This is an optimization exercise on Yosys and OpenROAD, whose aim is small area and a short achievable clock period, not a production implementation. Only the layout flow was run in this run; the RTL was not checked for function there. Power is estimated from default activity; no workload was simulated.

==> design/flow/design.v <==
`timescale 1ns/10ps
module rename_resolve (
    input  logic [4*5-1:0] rs1,
    input  logic [4*5-1:0] rs2,
    input  logic [4*5-1:0] rd,
    input  logic [4-1:0]            rs1_v,
    input  logic [4-1:0]            rs2_v,
    input  logic [4-1:0]            rd_v,
    input  logic [4*6-1:0] tbl_rs1,     
    input  logic [4*6-1:0] tbl_rs2,
    input  logic [4*6-1:0] tbl_rd,
    input  logic [1:0]                         head_lo,     
    input  logic [4*6-1:0]    bank_preg,   
    output logic [4*6-1:0] prs1,
    output logic [4*6-1:0] prs2,
    output logic [4*6-1:0] prd,
    output logic [4*6-1:0] preprd,
    output logic [4-1:0]            tbl_we
);
    localparam int AW = 5;
    localparam int PW = 6;
    localparam int GW = 4;
    logic [2*GW-1:0] sel_rs1;
    logic [2*GW-1:0] sel_rs2;
    logic [2*GW-1:0] sel_rd;
    always_comb begin : alloc_p
        logic [1:0] bank;
        bank = head_lo;
        for (int i = 0; i < GW; i++) begin
            prd[PW*i +: PW] = bank_preg[PW*bank +: PW];   
            bank = bank + {1'b0, rd_v[i]};
        end
    end
    always_comb begin
        for (int i = 0; i < GW; i++) begin
            sel_rs1[2*i +: 2] = 2'd0;
            sel_rs2[2*i +: 2] = 2'd0;
            sel_rd[2*i +: 2]  = 2'd0;
            for (int j = 0; j < i; j++) begin
                if (rd_v[j] && rd[AW*j +: AW] == rs1[AW*i +: AW])
                    sel_rs1[2*i +: 2] = 2'(j + 1);
                if (rd_v[j] && rd[AW*j +: AW] == rs2[AW*i +: AW])
                    sel_rs2[2*i +: 2] = 2'(j + 1);
                if (rd_v[j] && rd[AW*j +: AW] == rd[AW*i +: AW])
                    sel_rd[2*i +: 2]  = 2'(j + 1);   
            end
        end
    end
    always_comb begin
        for (int i = 0; i < GW; i++) begin
            case (sel_rs1[2*i +: 2])
                2'd1:    prs1[PW*i +: PW] = prd[0 +: PW];
                2'd2:    prs1[PW*i +: PW] = prd[PW +: PW];
                2'd3:    prs1[PW*i +: PW] = prd[2*PW +: PW];
                default: prs1[PW*i +: PW] = tbl_rs1[PW*i +: PW];
            endcase
            case (sel_rs2[2*i +: 2])
                2'd1:    prs2[PW*i +: PW] = prd[0 +: PW];
                2'd2:    prs2[PW*i +: PW] = prd[PW +: PW];
                2'd3:    prs2[PW*i +: PW] = prd[2*PW +: PW];
                default: prs2[PW*i +: PW] = tbl_rs2[PW*i +: PW];
            endcase
            case (sel_rd[2*i +: 2])
                2'd1:    preprd[PW*i +: PW] = prd[0 +: PW];
                2'd2:    preprd[PW*i +: PW] = prd[PW +: PW];
                2'd3:    preprd[PW*i +: PW] = prd[2*PW +: PW];
                default: preprd[PW*i +: PW] = tbl_rd[PW*i +: PW];
            endcase
        end
    end
    always_comb begin
        for (int i = 0; i < GW; i++) begin
            tbl_we[i] = rd_v[i];
            for (int j = i + 1; j < GW; j++) begin
                if (rd_v[j] && rd[AW*j +: AW] == rd[AW*i +: AW])
                    tbl_we[i] = 1'b0;   
            end
        end
    end
endmodule
`timescale 1ns/10ps
module rn_aoi222 (
    input  logic a0, b0, a1, b1, a2, b2,
    output logic y
);
    assign y = ~((a0 & b0) | (a1 & b1) | (a2 & b2));
endmodule
module rn_nand4 (
    input  logic a, b, c, d,
    output logic y
);
    assign y = ~(a & b & c & d);
endmodule
module rn_nor2 (
    input  logic a, b,
    output logic y
);
    assign y = ~(a | b);
endmodule
module rn_or3 (
    input  logic a, b, c,
    output logic y
);
    assign y = a | b | c;
endmodule
module rn_tail2 (
    input  logic t0, t1, a0, b0, a1, b1,
    output logic y
);
    assign y = ~(t0 & t1) | (a0 & b0) | (a1 & b1);
endmodule
module rn_pre2 (
    input  logic [1:0] a,
    input  logic       en,
    output logic [3:0] y_n
);
    always_comb
        for (int k = 0; k < 4; k++)
            y_n[k] = ~(en & (a == 2'(k)));
endmodule
module rn_pre2r (
    input  logic [1:0] a,
    output logic [3:0] y_n
);
    always_comb
        for (int k = 0; k < 4; k++)
            y_n[k] = ~(a == 2'(k));
endmodule
module rn_pre3 (
    input  logic [2:0] a,
    output logic [7:0] y_n
);
    always_comb
        for (int k = 0; k < 8; k++)
            y_n[k] = ~(a == 3'(k));
endmodule
module rn_dec5r (
    input  logic [5-1:0] a,
    output logic [32-1:0]   sel
);
    logic [3:0] lo_n;
    logic [7:0] hi_n;
    rn_pre2r u_lo (.a(a[1:0]), .y_n(lo_n));
    rn_pre3  u_hi (.a(a[4:2]), .y_n(hi_n));
    for (genvar e = 0; e < 32; e++) begin : g_sel
        rn_nor2 u_and (.a(lo_n[e % 4]), .b(hi_n[e / 4]), .y(sel[e]));
    end
endmodule
module rn_dec5 (
    input  logic [5-1:0] a,
    input  logic                  we,
    output logic [32-1:0]   sel,
    output logic [32-1:0]   sel_we
);
    logic [3:0] lo_n;
    logic [3:0] lo_we_n;
    logic [7:0] hi_n;
    rn_pre2r u_lo    (.a(a[1:0]), .y_n(lo_n));
    rn_pre2  u_lo_we (.a(a[1:0]), .en(we), .y_n(lo_we_n));
    rn_pre3  u_hi    (.a(a[4:2]), .y_n(hi_n));
    for (genvar e = 0; e < 32; e++) begin : g_sel
        rn_nor2 u_and    (.a(lo_n[e % 4]),    .b(hi_n[e / 4]), .y(sel[e]));
        rn_nor2 u_and_we (.a(lo_we_n[e % 4]), .b(hi_n[e / 4]), .y(sel_we[e]));
    end
endmodule
module rn_rdbit (
    input  logic [32-1:0] sel,
    input  logic [32-1:0] d,
    output logic                y
);
    logic [9:0] t;
    logic [2:0] u;
    for (genvar g = 0; g < 10; g++) begin : g_aoi
        rn_aoi222 u_aoi (
            .a0(sel[3*g]),   .b0(d[3*g]),
            .a1(sel[3*g+1]), .b1(d[3*g+1]),
            .a2(sel[3*g+2]), .b2(d[3*g+2]),
            .y (t[g])
        );
    end
    rn_nand4 u_n0 (.a(t[0]), .b(t[1]), .c(t[2]), .d(t[3]), .y(u[0]));
    rn_nand4 u_n1 (.a(t[4]), .b(t[5]), .c(t[6]), .d(t[7]), .y(u[1]));
    rn_tail2 u_n2 (.t0(t[8]), .t1(t[9]), .a0(sel[30]), .b0(d[30]), .a1(sel[31]), .b1(d[31]), .y(u[2]));
    rn_or3   u_or (.a(u[0]), .b(u[1]), .c(u[2]), .y(y));
endmodule
module rn_wrbit (
    input  logic [4-1:0] s,      
    input  logic [4-1:0] p,      
    input  logic                    hold,   
    input  logic                    q,
    output logic                    d
);
    logic t0;
    rn_aoi222 u_aoi0 (.a0(s[0]), .b0(p[0]), .a1(s[1]), .b1(p[1]), .a2(s[2]), .b2(p[2]), .y(t0));
    assign d = ~t0 | (s[3] & p[3]) | (hold & q);
endmodule
module rename_map_table (
    input  logic                               clk,
    input  logic                               rst,
    input  logic [4*5-1:0] rs1,
    input  logic [4*5-1:0] rs2,
    input  logic [4*5-1:0] rd,
    input  logic [4*6-1:0] prd,      
    input  logic [4-1:0]            tbl_we,   
    output logic [4*6-1:0] tbl_rs1,
    output logic [4*6-1:0] tbl_rs2,
    output logic [4*6-1:0] tbl_rd
);
    localparam int AW = 5;
    localparam int PW = 6;
    localparam int GW = 4;
    localparam int NA = 32;
    logic [NA*PW-1:0] rat;
    logic [NA*PW-1:0] rat_d;
    logic [NA-1:0] sel_rs1 [GW];
    logic [NA-1:0] sel_rs2 [GW];
    logic [NA-1:0] sel_rd  [GW];
    logic [NA-1:0] sel_wr  [GW];    
    for (genvar i = 0; i < GW; i++) begin : g_dec
        rn_dec5r u_dec_rs1 (.a(rs1[AW*i +: AW]), .sel(sel_rs1[i]));
        rn_dec5r u_dec_rs2 (.a(rs2[AW*i +: AW]), .sel(sel_rs2[i]));
        rn_dec5  u_dec_rd  (.a(rd[AW*i +: AW]), .we(tbl_we[i]), .sel(sel_rd[i]), .sel_we(sel_wr[i]));
    end
    logic [NA-1:0] col [PW];
    always_comb begin
        for (int b = 0; b < PW; b++)
            for (int e = 0; e < NA; e++)
                col[b][e] = rat[PW*e + b];
    end
    for (genvar i = 0; i < GW; i++) begin : g_rd
        for (genvar b = 0; b < PW; b++) begin : g_bit
            rn_rdbit u_rs1 (.sel(sel_rs1[i]), .d(col[b]), .y(tbl_rs1[PW*i + b]));
            rn_rdbit u_rs2 (.sel(sel_rs2[i]), .d(col[b]), .y(tbl_rs2[PW*i + b]));
            rn_rdbit u_rd  (.sel(sel_rd[i]),  .d(col[b]), .y(tbl_rd[PW*i + b]));   
        end
    end
    for (genvar e = 0; e < NA; e++) begin : g_wr
        logic [GW-1:0] s;
        logic          hold;
        always_comb begin
            for (int i = 0; i < GW; i++)
                s[i] = sel_wr[i][e];
            hold = ~|s;
        end
        for (genvar b = 0; b < PW; b++) begin : g_bit
            logic [GW-1:0] p;
            always_comb begin
                for (int i = 0; i < GW; i++)
                    p[i] = prd[PW*i + b];
            end
            rn_wrbit u_wr (.s(s), .p(p), .hold(hold), .q(rat[PW*e + b]), .d(rat_d[PW*e + b]));
        end
    end
    always_ff @(posedge clk or posedge rst) begin
        if (rst) begin
            for (int a = 0; a < NA; a++)
                rat[PW*a +: PW] <= PW'(a);    
        end else begin
            rat <= rat_d;
        end
    end
endmodule
`timescale 1ns/10ps
module free_list_ptrs (
    input  logic                    clk,
    input  logic                    rst,
    input  logic [4-1:0] rd_v,
    input  logic [4-1:0] retire_v,   
    output logic [5-1:0]    head,       
    output logic [5-1:0]    tail,       
    output logic                    lapped      
);
    logic [2:0] alloc_cnt;   
    logic [2:0] rel_cnt;     
    logic [5:0] tail_sum;
    always_comb begin
        alloc_cnt = '0;
        rel_cnt   = '0;
        for (int i = 0; i < 4; i++) begin
            alloc_cnt = alloc_cnt + {2'b0, rd_v[i]};
            rel_cnt   = rel_cnt + {2'b0, retire_v[i]};
        end
        tail_sum = {1'b0, tail} + {{(5-2){1'b0}}, rel_cnt};
    end
    always_ff @(posedge clk or posedge rst) begin
        if (rst) begin
            head   <= '0;
            tail   <= '0;
            lapped <= 1'b0;
        end else begin
            head   <= head + 5'(alloc_cnt);
            tail   <= tail_sum[5-1:0];
            if (tail_sum[5])
                lapped <= 1'b1;
        end
    end
endmodule
`timescale 1ns/10ps
module free_list_store (
    input  logic                                clk,
    input  logic [5-1:0]                head,
    input  logic [5-1:0]                tail,
    input  logic                                lapped,
    input  logic [4-1:0]            retire_v,
    input  logic [4*6-1:0] retire_preg,   
    output logic [4*6-1:0]     bank_preg      
);
    localparam int PW = 6;
    localparam int FW = 5;
    localparam int NB = 4;
    localparam int NR = 8;
    logic [NB*NR*PW-1:0] mem;    
    logic [NB*FW-1:0] rd_idx;    
    logic [NB*FW-1:0] wr_idx;    
    logic [NB-1:0]    wr_en;
    logic [NB*PW-1:0] wr_data;
    always_comb begin : rd_p
        logic [FW-1:0] e;
        logic [PW-1:0] q;
        logic [1:0]    m;
        for (int b = 0; b < NB; b++) begin
            m = 2'(b) - head[1:0];
            e = head + {{(FW-2){1'b0}}, m};
            rd_idx[FW*b +: FW] = e;
            q = mem[PW*(NR*b + int'(e[FW-1:2])) +: PW];
            if (!lapped && e >= tail)
                bank_preg[PW*b +: PW] = {1'b1, e};    
            else
                bank_preg[PW*b +: PW] = q;
        end
    end
    always_comb begin : wr_p
        logic [1:0] m;
        logic [2:0] rank;
        wr_en   = '0;
        wr_data = '0;
        wr_idx  = '0;
        for (int b = 0; b < NB; b++) begin
            m = 2'(b) - tail[1:0];
            wr_idx[FW*b +: FW] = tail + {{(FW-2){1'b0}}, m};
            rank = '0;
            for (int k = 0; k < 4; k++) begin
                if (retire_v[k] && rank == {1'b0, m}) begin
                    wr_en[b] = 1'b1;
                    wr_data[PW*b +: PW] = retire_preg[PW*k +: PW];
                end
                rank = rank + {2'b0, retire_v[k]};
            end
        end
    end
    always_ff @(posedge clk) begin
        for (int b = 0; b < NB; b++) begin
            for (int r = 0; r < NR; r++) begin
                if (wr_en[b] && wr_idx[FW*b+2 +: FW-2] == (FW-2)'(r))
                    mem[PW*(NR*b+r) +: PW] <= wr_data[PW*b +: PW];
            end
        end
    end
endmodule
`timescale 1ns/10ps
module rename_stage (
    input  logic                                clk,
    input  logic                                rst,
    input  logic [4*5-1:0]  rs1,
    input  logic [4*5-1:0]  rs2,
    input  logic [4*5-1:0]  rd,
    input  logic [4-1:0]             rs1_v,
    input  logic [4-1:0]             rs2_v,
    input  logic [4-1:0]             rd_v,
    input  logic [4-1:0]            retire_v,
    input  logic [4*6-1:0] retire_preg,
    output logic [4*6-1:0]  prs1,
    output logic [4*6-1:0]  prs2,
    output logic [4*6-1:0]  prd,
    output logic [4*6-1:0]  preprd
);
    logic [4*6-1:0] tbl_rs1;
    logic [4*6-1:0] tbl_rs2;
    logic [4*6-1:0] tbl_rd;
    logic [4*6-1:0]    bank_preg;
    logic [4-1:0]            tbl_we;
    logic [5-1:0]               head;
    logic [5-1:0]               tail;
    logic                               lapped;
    rename_resolve u_rename_resolve (
        .rs1       (rs1),
        .rs2       (rs2),
        .rd        (rd),
        .rs1_v     (rs1_v),
        .rs2_v     (rs2_v),
        .rd_v      (rd_v),
        .tbl_rs1   (tbl_rs1),
        .tbl_rs2   (tbl_rs2),
        .tbl_rd    (tbl_rd),
        .head_lo   (head[1:0]),
        .bank_preg (bank_preg),
        .prs1      (prs1),
        .prs2      (prs2),
        .prd       (prd),
        .preprd    (preprd),
        .tbl_we    (tbl_we)
    );
    rename_map_table u_rename_map_table (
        .clk     (clk),
        .rst     (rst),
        .rs1     (rs1),
        .rs2     (rs2),
        .rd      (rd),
        .prd     (prd),      
        .tbl_we  (tbl_we),
        .tbl_rs1 (tbl_rs1),
        .tbl_rs2 (tbl_rs2),
        .tbl_rd  (tbl_rd)
    );
    free_list_ptrs u_free_list_ptrs (
        .clk      (clk),
        .rst      (rst),
        .rd_v     (rd_v),
        .retire_v (retire_v),
        .head     (head),
        .tail     (tail),
        .lapped   (lapped)
    );
    free_list_store u_free_list_store (
        .clk         (clk),
        .head        (head),
        .tail        (tail),
        .lapped      (lapped),
        .retire_v    (retire_v),
        .retire_preg (retire_preg),
        .bank_preg   (bank_preg)
    );
endmodule
==> design/flow/run.sh <==
#!/bin/bash
# synth_recipe.tcl (not shown) runs the flow's synth.tcl, then flattens the netlist and writes it again
# the make line also repeats each setting of config.mk as NAME=value (left out here)
make -C /OpenROAD-flow-scripts/flow DESIGN_CONFIG=/design/flow/config.mk WORK_HOME=/design/flow/orfs CLKGATE_MAP_FILE= SYNTH_SCRIPT=/design/flow/synth_recipe.tcl finish
==> design/flow/config.mk <==
export PLATFORM = sky130hd
export DESIGN_NAME = rename_stage
export DESIGN_NICKNAME = rename_stage
export VERILOG_FILES = /design/flow/design.v
export SDC_FILE = /design/flow/constraint.sdc
export NUM_CORES = 8
export LEC_CHECK = 0
export CAP_MARGIN = 20
export CORE_MARGIN = 2
export CORE_UTILIZATION = 50
export SETUP_SLACK_MARGIN = 4
export SLEW_MARGIN = 20
export SYNTH_HIERARCHICAL = 1
==> design/flow/constraint.sdc <==
create_clock -name core_clock -period 11.0 [get_ports {clk}]
set_input_delay 2.2000 -clock core_clock [delete_from_list [all_inputs] [get_ports {clk}]]
set_output_delay 2.2000 -clock core_clock [all_outputs]
set_load 0.01 [all_outputs]
==> flow_metrics.py <==
metrics = {
    "synthesis": {
        "ys_types": 65,
        "synth_top_cell_by_area": "a222oi_1",
        "yosysMostFrequentCell": "a222oi_1",
        "netlist.area_leader.share_pct": 25.7,
        "synth_enable_flop_cells": 192,
        "synth_area_leaders": "a222oi_1 (26%), edfxtp_1 (16%), dfrtp_1 (8.7%)",
        "synth_commonest_cells": "a222oi_1 (912), nor2_1 (619), a22oi_1 (266)",
        "synthesis.nets": 3814,
        "ys_ff_latch": 395,
        "syn_inst": 3671,
        "yosys_warnings": 19,
        "synthArstFlopShare_pct": 51.4,
        "yosysSeqAreaShare_pct": 30.8,
        "ys.flop_type": "edfxtp_1",
        "syn_avg_cell_area_um2": 9.67,
        "synth_area_mm2": 0.0355,
    },
    "floorplanning": {
        "row_count": 97,
        "start_util_pct": 50.6,
        "die_w_um": 270,
        "die_h_um": 270,
        "ios": 198,
    },
    "status": {
        "toolErrorMsg": "[ERROR GRT-0232] Routing congestion too high. Check the congestion heatmap in the GUI.",
        "status": "did not finish",
        "failed_stage": "5_1_grt",
    },
    "timing": {
        "worst_endpoint": "preprd[20]",
        "worstEpCategory": "primary output",
    },
    "clock_tree": {
        "cts_buffers": 37,
        "cts.sinks": 395,
        "htreeDepth": 2,
        "clock_tree.buffer_depth": 3,
        "cts_root_buf": "clkbuf_16",
    },
    "global_routing": {
        "grt_max_degree": 153,
        "track_usage_pct": 78.8,
        "grt-ovfl-total": 12,
    },
    "placed_design": {
        "gp_congestion": 1.17,
        "hpwlAfterDp_mm": 151,
        "dpl-instance-area_mm2": 0.0383,
        "io_buffer_count": 189,
    },
}
through the flow:
stage	hold WS (ns)	power (µW)	setup WS, ns	cells	util [%]
floorplan	0.464	8090	4.59	3671	-
global placement	0.609	13900	2.46	4741	54.6
detailed placement	0.632	14300	2.30	4741	54.6
CTS	0.652	17600	3.86	4958	60.1
power groups by stage:
stage | clock [µW] | combinational, µW | sequential [µW]
3_3_place_gp | 0 | 9210 | 4730
4_1_cts | 1390 | 11400 | 4760
2_1_floorplan | 0 | 4910 | 3180
3_5_place_dp | 0 | 9510 | 4790
cells by family after synthesis:
group	share of synthesized area, %
and+or+nand+nor	20.7
AOI/OAI and AO/OA	34.4
DFF	30.8
buffers and inverters	2.52
muxes	6.64
xor gates and xnor gates	3.32
adders and majority gates	1.59
per-layer routing:
metal | GRT overflow | track usage [%]
met3 | 0 | 70.4
met2 | 6 | 89.0
met5 | 0 | 40.6
met4 | 6 | 71.9
met1 | 0 | 81.5
Yosys stat by module (local to each module, per instance), excerpt:
module / cells / times used / cell area [µm²]
free_list_store: 661 / 1 / 9570
rename_map_table: 225 / 1 / 5310
rename_resolve: 411 / 1 / 3460
free_list_ptrs: 46 / 1 / 582
rn_pre3: 8 / 12 / 60.1
rn_pre2: 4 / 4 / 28.8
rn_pre2r: 4 / 12 / 22.5
rn_tail2: 2 / 72 / 12.5
rn_wrbit: 2 / 192 / 11.3
rn_aoi222: 1 / 912 / 10.0
rn_nand4: 1 / 144 / 6.26
rn_or3: 1 / 72 / 6.26
rn_nor2: 1 / 512 / 3.75
how the worst max path moves through the flow:
stage	cells after the start	slack, ns	to
2_1_floorplan	6	4.59	preprd[23]
3_3_place_gp	9	2.46	prs1[23]
3_5_place_dp	9	2.30	prs1[23]
4_1_cts	9	3.86	preprd[18]
timing repair:
action / in CTS
gates cloned: 7
endpoints found under the hold margin: 0
setup buffers: 143
setup endpoints to repair: 96
pin swaps: 121
hold buffers: 0
gates resized for setup: 626
